What follows belongs to an exercise in optimizing a design on an open flow for small area, a short achievable clock period and few clock cycles per item; a production flow would make more cautious choices.
In this exercise RTL edits were held to simulation tests only and were not proved equivalent to the original.

==> run a <==
## nnTop
module nnTop #(
    parameter int NumNeurons = 10
) (
    input  logic CLK,
    input  logic rst,
    input  logic write,
    input  logic read,
    input  nnPkg::addr_t address,
    input  nnPkg::fixed_t writedata,
    output nnPkg::fixed_t readdata
);
==> module nnRegisterFile, before the edit <==
module nnRegisterFile #(
    parameter int NumNeurons = 10
) (
    input  logic CLK,
    input  logic rst,
    input  logic write,
    input  logic read,
    input  nnPkg::addr_t address,
    input  nnPkg::fixed_t writedata,
    input  logic busy,
    input  logic done,
    input  logic error,
    input  nnPkg::fixed_t result,
    output nnPkg::fixed_t readdata,
    output logic [NumNeurons-1:0][nnPkg::DataWidth-1:0] weightIn,
    output logic [NumNeurons-1:0][nnPkg::DataWidth-1:0] weightOut,
    output nnPkg::fixed_t offset,
    output logic start,
    output logic writeIn0
);
    logic writeOk;
    nnPkg::statusWord_t status;
    nnPkg::fixed_t loadData;
    always_comb begin
        writeOk = write && !busy;
        start = writeOk && (address == nnPkg::AddrInput);
        writeIn0 = writeOk && (address == nnPkg::AddrWeightInBase);
        loadData = writedata & {nnPkg::DataWidth{!rst}};
    end
    always_ff @(posedge CLK) begin
        for (int i = 0; i < NumNeurons; i++) begin
            if (rst || (writeOk && address == nnPkg::addr_t'(nnPkg::AddrWeightInBase + i))) begin
                weightIn[i] <= loadData;
            end
            if (rst || (writeOk && address == nnPkg::addr_t'(nnPkg::AddrWeightOutBase + i))) begin
                weightOut[i] <= loadData;
            end
        end
        if (rst || (writeOk && address == nnPkg::AddrOffset)) begin
            offset <= loadData;
        end
    end
    always_comb begin
        status = '0;
        status.done = done;
        status.error = error;
        status.busy = busy;
    end
    always_comb begin
        readdata = '0;
        for (int i = 0; i < NumNeurons; i++) begin
            readdata = readdata | (weightIn[i] & {nnPkg::DataWidth{
                read && address == nnPkg::addr_t'(nnPkg::AddrWeightInBase + i)}});
            readdata = readdata | (weightOut[i] & {nnPkg::DataWidth{
                read && address == nnPkg::addr_t'(nnPkg::AddrWeightOutBase + i)}});
        end
        readdata = readdata | (offset & {nnPkg::DataWidth{read && address == nnPkg::AddrOffset}});
        readdata = readdata | (result & {nnPkg::DataWidth{read && address == nnPkg::AddrResult}});
        readdata = readdata | (nnPkg::fixed_t'(status) & {nnPkg::DataWidth{
            read && address == nnPkg::AddrStatus}});
    end
endmodule
export LEC_CHECK = 0
export CAP_MARGIN = 20
export CORE_MARGIN = 2
export CORE_UTILIZATION = 45
export SLEW_MARGIN = 20
create_clock -name core_clock -period 12.5 [get_ports {CLK}]
standard.sh (not shown) runs the stock make flow with config.mk's settings and CLKGATE_MAP_FILE= SYNTH_SCRIPT=/design/flow/synth_recipe.tcl, a recipe that flattens the netlist after the stock synthesis.
==> flow/flow/run.sh <==
#!/bin/bash
set -euo pipefail
export BUFFER_PORTS_ARGS="-buffer_cell sky130_fd_sc_hd__buf_4"
export SETUP_SLACK_MARGIN=5.3
R=$PWD/orfs/results/$FLOW_PLATFORM/nnTop/base
bash standard.sh $R/1_2_yosys.v > synth.log 2>&1
cp $R/1_2_yosys.v netlist_synth.v
python3 flow/polarity.py netlist_synth.v netlist_polarity.v > polarity.log 2>&1
if bash flow/check_equiv.sh netlist_synth.v netlist_polarity.v > equiv.log 2>&1; then
  echo "equivalent: using the polarity netlist" >> polarity.log
  cp netlist_polarity.v $R/1_2_yosys.v
else
  echo "not shown equivalent: keeping the synthesis netlist" >> polarity.log
fi
bash standard.sh > standard.log 2>&1
Other scripts of this flow, unchanged in this note and not shown: flow/flow/check_equiv.sh, flow/flow/polarity.py
==> inputs of run b, as changes to run a <==
--- a/flow/design.v
+++ b/flow/design.v
@@ -3092,14 +3092,24 @@
     end
+    logic [15:0] lowSel;
+    logic groupIn, groupOut, groupOffset, groupStatus;
+    nnPkg::fixed_t wordIn, wordOut;
     always_comb begin
-        readdata = '0;
+        for (int k = 0; k < 16; k++) begin
+            lowSel[k] = address[3:0] == 4'(k);
+        end
+        groupIn = read && address[8:4] == 5'd0;
+        groupOut = read && address[8:4] == 5'd1;
+        groupOffset = read && address[8:4] == 5'd2;
+        groupStatus = read && address[8:4] == 5'd3;
+        wordIn = '0;
+        wordOut = '0;
         for (int i = 0; i < NumNeurons; i++) begin
-            readdata = readdata | (weightIn[i] & {nnPkg::DataWidth{
-                read && address == nnPkg::addr_t'(nnPkg::AddrWeightInBase + i)}});
-            readdata = readdata | (weightOut[i] & {nnPkg::DataWidth{
-                read && address == nnPkg::addr_t'(nnPkg::AddrWeightOutBase + i)}});
+            wordIn = wordIn | (weightIn[i] & {nnPkg::DataWidth{lowSel[i]}});
+            wordOut = wordOut | (weightOut[i] & {nnPkg::DataWidth{lowSel[i]}});
         end
-        readdata = readdata | (offset & {nnPkg::DataWidth{read && address == nnPkg::AddrOffset}});
-        readdata = readdata | (result & {nnPkg::DataWidth{read && address == nnPkg::AddrResult}});
-        readdata = readdata | (nnPkg::fixed_t'(status) & {nnPkg::DataWidth{
-            read && address == nnPkg::AddrStatus}});
+        readdata = (wordIn & {nnPkg::DataWidth{groupIn}})
+                 | (wordOut & {nnPkg::DataWidth{groupOut}})
+                 | (offset & {nnPkg::DataWidth{groupOffset && lowSel[0]}})
+                 | (result & {nnPkg::DataWidth{groupStatus && lowSel[0]}})
+                 | (nnPkg::fixed_t'(status) & {nnPkg::DataWidth{groupStatus && lowSel[1]}});
     end
--- a/flow/flow/run.sh
+++ b/flow/flow/run.sh
@@ -3,3 +3,3 @@
 export BUFFER_PORTS_ARGS="-buffer_cell sky130_fd_sc_hd__buf_4"
-export SETUP_SLACK_MARGIN=5.3
+export SETUP_SLACK_MARGIN=5.6
 R=$PWD/orfs/results/$FLOW_PLATFORM/nnTop/base
--- a/flow/config.mk
+++ b/flow/config.mk
@@ -9,3 +9,3 @@
 export CORE_MARGIN = 2
-export CORE_UTILIZATION = 45
+export CORE_UTILIZATION = 55
 export SLEW_MARGIN = 20
==> inputs of run c, as changes to run a <==
--- a/flow/design.v
+++ b/flow/design.v
@@ -3092,14 +3092,24 @@
     end
+    logic [15:0] lowSel;
+    logic groupIn, groupOut, groupOffset, groupStatus;
+    nnPkg::fixed_t wordIn, wordOut;
     always_comb begin
-        readdata = '0;
+        for (int k = 0; k < 16; k++) begin
+            lowSel[k] = address[3:0] == 4'(k);
+        end
+        groupIn = read && address[8:4] == 5'd0;
+        groupOut = read && address[8:4] == 5'd1;
+        groupOffset = read && address[8:4] == 5'd2;
+        groupStatus = read && address[8:4] == 5'd3;
+        wordIn = '0;
+        wordOut = '0;
         for (int i = 0; i < NumNeurons; i++) begin
-            readdata = readdata | (weightIn[i] & {nnPkg::DataWidth{
-                read && address == nnPkg::addr_t'(nnPkg::AddrWeightInBase + i)}});
-            readdata = readdata | (weightOut[i] & {nnPkg::DataWidth{
-                read && address == nnPkg::addr_t'(nnPkg::AddrWeightOutBase + i)}});
+            wordIn = wordIn | (weightIn[i] & {nnPkg::DataWidth{lowSel[i]}});
+            wordOut = wordOut | (weightOut[i] & {nnPkg::DataWidth{lowSel[i]}});
         end
-        readdata = readdata | (offset & {nnPkg::DataWidth{read && address == nnPkg::AddrOffset}});
-        readdata = readdata | (result & {nnPkg::DataWidth{read && address == nnPkg::AddrResult}});
-        readdata = readdata | (nnPkg::fixed_t'(status) & {nnPkg::DataWidth{
-            read && address == nnPkg::AddrStatus}});
+        readdata = (wordIn & {nnPkg::DataWidth{groupIn}})
+                 | (wordOut & {nnPkg::DataWidth{groupOut}})
+                 | (offset & {nnPkg::DataWidth{groupOffset && lowSel[0]}})
+                 | (result & {nnPkg::DataWidth{groupStatus && lowSel[0]}})
+                 | (nnPkg::fixed_t'(status) & {nnPkg::DataWidth{groupStatus && lowSel[1]}});
     end
--- a/flow/flow/run.sh
+++ b/flow/flow/run.sh
@@ -1,5 +1,15 @@
 #!/bin/bash
+# The standard layout (standard.sh) with these changes:
+#  - after the standard synthesis, flow/polarity.py moves inverters between
+#    full adders into the adders' polarity (a full adder with all inputs
+#    inverted has both outputs inverted), which drops most of them; ABC's
+#    combinational equivalence check must pass or the netlist stays as it was;
+#  - port buffers are buf_4 rather than the default pick;
+#  - clock tree leaves take larger clusters of registers, with no dummy
+#    loads.
+# Each tool writes its full output to a log file here.
 set -euo pipefail
 export BUFFER_PORTS_ARGS="-buffer_cell sky130_fd_sc_hd__buf_4"
-export SETUP_SLACK_MARGIN=5.3
+export SETUP_SLACK_MARGIN=5.5
+export CTS_ARGS="-sink_clustering_enable -repair_clock_nets -sink_clustering_size 16 -sink_clustering_max_diameter 200 -dont_use_dummy_load"
 R=$PWD/orfs/results/$FLOW_PLATFORM/nnTop/base
--- a/flow/config.mk
+++ b/flow/config.mk
@@ -9,3 +9,4 @@
 export CORE_MARGIN = 2
-export CORE_UTILIZATION = 45
+export CORE_UTILIZATION = 50
+export PLACE_DENSITY = 0.7
 export SLEW_MARGIN = 20
==> run notes <==
The flow ran to the end and the layout has no timing, DRC or antenna violations. The height of the die is 409 µm. In the layout the commonest cells are a22oi_1, xnor2_1, fa_1.

The pre-CTS setup slack came out at between 4 and 5 ns. The starting density of the core came out at 50.4%. The utilization of the core after routing is 55.0%.

Sequential cells make up 29.6% of the cell area. The clock latency on the worst-skew pair is about 0.69 ns. The origin of the worst setup path is address[3]. The horizontal extent of the die came out at between 400 and 500 µm. The layout buffering overhead excluding clock cells came out at under 10%. The post-synthesis instance total is around 7400. In the layout the tool counted multi-input logic cells amounting to between 5000 and 6000.

The violation count after the first detailed-route iteration is 11054.
Source of the figures above: run c

==> run notes <==
The run finished with no timing, DRC or antenna violations. The violation count after the first detailed-route iteration is 10884. In the layout the commonest cells are a22oi_1, fa_1, xnor2_1.

The pre-CTS setup slack is between 3 and 4 ns. The starting density of the core is a little under half. Non-clock buffering takes up between 3 and 4% of total cell area after layout. The post-synthesis net count came out at ~8600. The clock transition at the registers of the reported paths came out at about 0.06 ns. The via count of the first global-routing pass is roughly 68000.

The number of multi-input combinational cells came out at approximately 5500.

The horizontal extent of the die is approximately 430 µm. The register fraction of the total cell area came out at 29.6%. The post-synthesis instance total came out at roughly 7400. The clock latency on the worst-skew pair came out at between 0.8 and 0.9 ns.
Source of the figures above: run a

==> run notes <==
Once the floorplan was initialized, standard cells occupied 55.5% of the core. The non-clock inverter total of the final layout is 197. The horizontal extent of the die is between 300 and 400 µm.

The most critical setup path has its startpoint at address[1]. The pre-CTS setup slack came out at between 4 and 5 ns. Clock latency on the worst-skew pair, taken at its later pin, is about 0.82 ns.

Detailed routing placed a total of between 100000 and 150000 µm of wire on met2. The flow ran to the end and the layout has no timing, DRC or antenna violations. The utilization of the core after routing came out at 61.8%. The detailed router finished its first iteration with approximately 10000 violations. The master of the slowest instance on the critical path is a211o_4. The library cells used most frequently in the layout, excluding fill and tap cells, are a22oi_1, xnor2_1, fa_1.

In the final layout, non-clock buffers account for about 4.8% of the cell area. The register fraction of the total cell area came out at 29.0%. The floorplan step set the die height to 390 µm.
Source of the figures above: run b

Testbench counts of run a, summed over its fixed seeds: cycles 7,168, evals 512.
Testbench counts of run b, summed over its fixed seeds: cycles 7,168, evals 512.
Testbench counts of run c, summed over its fixed seeds: cycles 7,168, evals 512.

## port drivers added, routing unchanged
The flow's constraints put no driver on any port. The routed layouts listed below were extracted and timed again, unchanged, in two steps.
Step 1, drivers: a clkbuf_16 drives CLK and a buf_2 each remaining input, both assumed.
Step 2 times the ports against the registers' clock, not the clock port: input delays grow and output delays shrink by t, the midpoint of the rising clock arrivals with the driver on.
a / b / c = no drivers / after step 1 / after step 2; a / b = the first two.
run	shift t [ns]	setup slack, ns	hold WS [ns]	worst setup path at the end
run a	0.839	5.164 / 5.114 / 5.114	0.565 / 0.565 / 0.565	input to output
run b	0.838	5.350 / 5.285 / 5.223	0.529 / 0.529 / 0.529	input to register
run c	0.732	5.252 / 5.206 / 5.206	0.505 / 0.505 / 0.505	input to output
After both steps every run listed still meets setup and hold. The setup slack of run b, which loses most, moves by -0.065 ns with the drivers and by -0.127 ns with both steps.
